What follows belongs to an exercise in optimizing a design on an open flow for small area, a short achievable clock period and few clock cycles; a production flow would make more cautious choices.
At most, simulation tests tie the RTL to the original design; equivalence was not proved.

// raster_top
module raster_top (
    input  logic                clk_i,
    input  logic                nrst_i,
    input  raster_pkg::addr_t   s_awaddr_i,
    input  logic                s_awvalid_i,
    output logic                s_awready_o,
    input  logic [31:0]         s_wdata_i,
    input  logic                s_wvalid_i,
    output logic                s_wready_o,
    output logic                s_bvalid_o,
    input  logic                s_bready_i,
    input  raster_pkg::addr_t   s_araddr_i,
    input  logic                s_arvalid_i,
    output logic                s_arready_o,
    output logic [31:0]         s_rdata_o,
    output logic                s_rvalid_o,
    input  logic                s_rready_i
);
clock: 220.0 ns
lec_check: 0
abc_area: 1
abc_clock_period_in_ps: 40000
cap_margin: 20
cell_pad_in_sites_detail_placement: 1
cell_pad_in_sites_global_placement: 2
core_margin: 2
core_utilization: 35
cts_cluster_diameter: 150
cts_cluster_size: 24
gpl_routability_driven: 1
slew_margin: 20
standard.sh (not shown) runs the stock make flow with config.mk's settings and CLKGATE_MAP_FILE= SYNTH_SCRIPT=/design/flow/synth_recipe.tcl, a recipe that flattens the netlist after the stock synthesis.
==> flow/flow/run.sh <==
#!/bin/bash
# Own flow: the standard layout (standard.sh, unchanged synthesis) with
# two changes: port buffers are buf_2 instead of the default delay buffer,
# and the timing repair steps improve every path whose slack is below the
# margin, so the paths from the inputs and to the outputs get sized too.
set -o pipefail
export BUFFER_PORTS_ARGS="-buffer_cell sky130_fd_sc_hd__buf_2"
export SETUP_SLACK_MARGIN=174.8
bash standard.sh > standard.log 2>&1
Then changed:
- CTS_CLUSTER_SIZE: 24 -> 16
After rerunning: The changed run completed with no timing, DRC or antenna violations; worst setup slack degrades by 0.082 ns; wire length stays flat; worst hold slack is about the same.
No run of this note included a check of the RTL's function; only the layout flow was run.

---

Setup of 03-23:
Another version of the RTL of raster_top (not shown whole).
For scale: about 88 I/O pins, about 59000 um^2 of cells after synthesis.
export LEC_CHECK = 0
export ABC_AREA = 1
export ABC_CLOCK_PERIOD_IN_PS = 40000
export CAP_MARGIN = 20
export CELL_PAD_IN_SITES_DETAIL_PLACEMENT = 1
export CELL_PAD_IN_SITES_GLOBAL_PLACEMENT = 2
export CORE_MARGIN = 2
export CORE_UTILIZATION = 35
export GPL_ROUTABILITY_DRIVEN = 1
export SLEW_MARGIN = 20
create_clock -name core_clock -period 220.0 [get_ports {clk_i}]
Scripts as last shown in full above: flow/flow/run.sh
## Diff of input files: 06-09 against 03-23
Settings: swapping 35 for 55 in CORE_UTILIZATION.
--- outcome ---
- 06-09 and 03-23 all finish clean.
- Area growth from synthesis to layout sits lower in 06-09 than in 03-23.
- Fraction of final layout cells sized beyond drive strength 1 delta (06-09 -> 03-23): insignificant
- Worst-case hold slack was lower in 03-23 than in 06-09.
Function was not checked in any run of this note: the RTL went through the layout flow alone.

---

== lane 1 ==
Another version of the RTL of raster_top (not shown whole).
For scale: about 7300 cells after synthesis, ~88 I/O pins.
## raster_top
module raster_top (
    input  logic                clk_i,
    input  logic                nrst_i,
    input  raster_pkg::addr_t   s_awaddr_i,
    input  logic                s_awvalid_i,
    output logic                s_awready_o,
    input  logic [31:0]         s_wdata_i,
    input  logic                s_wvalid_i,
    output logic                s_wready_o,
    output logic                s_bvalid_o,
    input  logic                s_bready_i,
    input  raster_pkg::addr_t   s_araddr_i,
    input  logic                s_arvalid_i,
    output logic                s_arready_o,
    output logic [31:0]         s_rdata_o,
    output logic                s_rvalid_o,
    input  logic                s_rready_i
);
    function automatic logic [47:0] rca48(input logic [47:0] a, input logic [47:0] b, input logic ci);
        logic c;
        c = ci;
        for (int i = 0; i < 48; i++) begin
            rca48[i] = a[i] ^ b[i] ^ c;
            c = (a[i] & b[i]) | (a[i] & c) | (b[i] & c);
        end
    endfunction
    function automatic logic [32:0] rca33(input logic [32:0] a, input logic [32:0] b, input logic ci);
        logic c;
        c = ci;
        for (int i = 0; i < 33; i++) begin
            rca33[i] = a[i] ^ b[i] ^ c;
            c = (a[i] & b[i]) | (a[i] & c) | (b[i] & c);
        end
    endfunction
    function automatic logic [31:0] rca32(input logic [31:0] a, input logic [31:0] b, input logic ci);
        logic c;
        c = ci;
        for (int i = 0; i < 32; i++) begin
            rca32[i] = a[i] ^ b[i] ^ c;
            c = (a[i] & b[i]) | (a[i] & c) | (b[i] & c);
        end
    endfunction
    function automatic logic [16:0] rca17(input logic [16:0] a, input logic [16:0] b, input logic ci);
        logic c;
        c = ci;
        for (int i = 0; i < 17; i++) begin
            rca17[i] = a[i] ^ b[i] ^ c;
            c = (a[i] & b[i]) | (a[i] & c) | (b[i] & c);
        end
    endfunction
    function automatic logic slt16(input logic [15:0] a, input logic [15:0] b);
        logic [16:0] d;
        d = rca17({a[15], a}, ~{b[15], b}, 1'b1);
        slt16 = d[16];
    endfunction
    localparam logic [31:0] ONE = 32'h0001_0000;
    logic [31:0] vx0, vy0, vx1, vy1, vx2, vy2;
    logic        bvalid_q, rvalid_q, rpend_q;
    logic [3:0]  rpaddr_q;
    logic [31:0] rdata_q;
    logic        start_q, pop_q, vwr_q;
  ...
Settings: LEC_CHECK=0, ABC_AREA=1, ABC_CLOCK_PERIOD_IN_PS=40000, CAP_MARGIN=0, CELL_PAD_IN_SITES_DETAIL_PLACEMENT=1, CELL_PAD_IN_SITES_GLOBAL_PLACEMENT=2, CORE_MARGIN=2, CORE_UTILIZATION=35, CTS_CLUSTER_DIAMETER=150, CTS_CLUSTER_SIZE=16, GPL_ROUTABILITY_DRIVEN=1, SLEW_MARGIN=0; clock period 220.0 ns.
Scripts as last shown in full above: flow/flow/run.sh
Lane 1: full flow OK, the timing, DRC and antenna checks passed
Testbench counts of lane 1, summed over its fixed seeds: cycles 33,684.
> inputs changed (lane 1 -> lane 2)
Settings: setting GPL_TIMING_DRIVEN to 0 for the first time; changing SLEW_MARGIN from 0 to 20; changing CAP_MARGIN from 0 to 20.
Findings:
- Looking at the reports, lane 2 completed the entire flow and the layout it produced met the timing, DRC and antenna checks.
- Lane 2 vs lane 1 — area occupied by multi-input gates dropped slightly
- The fmax of lane 2 and that of lane 1 are within noise of each other.
- The cell area of lane 2 was inferior to that of lane 1.
- Comparing lane 1 with lane 2, the clock distribution area overhead in the final layout came out essentially unchanged.
- Lane 2 vs lane 1 on via count of the first global-routing pass: lane 2 is the higher one.
> inputs changed (lane 2 -> lane 3)
Settings: GPL_TIMING_DRIVEN removed (was 0).
-- flow/flow/run.sh --
<<< lane 2, line 7
export BUFFER_PORTS_ARGS="-buffer_cell sky130_fd_sc_hd__buf_2"
export SETUP_SLACK_MARGIN=174.8
bash standard.sh > standard.log 2>&1
>>> lane 3, line 7
export BUFFER_PORTS_ARGS="-buffer_cell sky130_fd_sc_hd__buf_2"
export SETUP_SLACK_MARGIN=174.6
bash standard.sh > standard.log 2>&1
==> summary.txt <==
Wire length is higher on lane 2
In lane 3, the pin slew with the least headroom to its limit came out 0.0086 ns above the value in lane 2.
Edits applied to the flow inputs when going from lane 3 to lane 4:
-- flow/flow/run.sh --
<<< lane 3, line 7
export BUFFER_PORTS_ARGS="-buffer_cell sky130_fd_sc_hd__buf_2"
export SETUP_SLACK_MARGIN=174.6
bash standard.sh > standard.log 2>&1
>>> lane 4, line 7
export BUFFER_PORTS_ARGS="-buffer_cell sky130_fd_sc_hd__buf_2"
export SETUP_SLACK_MARGIN=175.2
bash standard.sh > standard.log 2>&1
Results
Lane 4 vs lane 3 — per-cell routed wire length dropped slightly. Lane 4 against lane 3: routed metal-1 wire length went down, share of the cycle needed by the critical path after routing flat, fmax now larger. Diff lane 3 -> lane 4 | antenna diode count | increase of 5. Diff lane 4..lane 3 | global-route usage over all layers | negligible. Per the comparison of lane 4 with lane 3, register-to-register slack picked up an extra 0.34 ns; count of placed standard cells in the final layout, fillers left out picked up an extra about 0.33%.

what the ideal ports hide:
No port has a modelled driver above. Below, the same layouts with a new extraction and two added sets of constraints. Step 1: set_driving_cell puts a clkbuf_16 on clk_i and a buf_2 on each other input, an assumption about the parent block. Step 2 also shifts input and output timing later by t, the mid clock arrival at the registers, as if the neighbouring blocks saw the same clock. Three values: no drivers, after step 1, after step 2; two values: the first two.
| run | t (ns) | slack for setup (ns) | worst hold slack (ns) |
|---|---|---|---|
| the first run of note 1 | 0.764 | 174.552 / 174.470 / 173.937 | 0.474 / 0.474 / 0.474 |
| the second run of note 1 | 0.800 | 174.470 / 174.385 / 173.933 | 0.472 / 0.472 / 0.472 |
| 03-23 | 0.846 | 174.533 / 174.439 / 173.968 | 0.455 / 0.455 / 0.455 |
| 06-09 | 0.819 | 174.534 / 174.449 / 174.072 | 0.486 / 0.486 / 0.486 |
| lane 1 | 0.857 | 174.366 / 174.282 / 174.050 | 0.476 / 0.476 / 0.476 |
| lane 2 | 0.836 | 174.457 / 174.368 / 174.011 | 0.483 / 0.483 / 0.483 |
| lane 3 | 0.833 | 174.405 / 174.312 / 173.925 | 0.469 / 0.469 / 0.469 |
| lane 4 | 0.838 | 174.688 / 174.593 / 174.396 | 0.471 / 0.471 / 0.471 |
After both steps setup and hold are still met in every run listed. The setup slack of the first run of note 1, which loses most, moves by -0.082 ns with the drivers and by -0.615 ns with both steps.
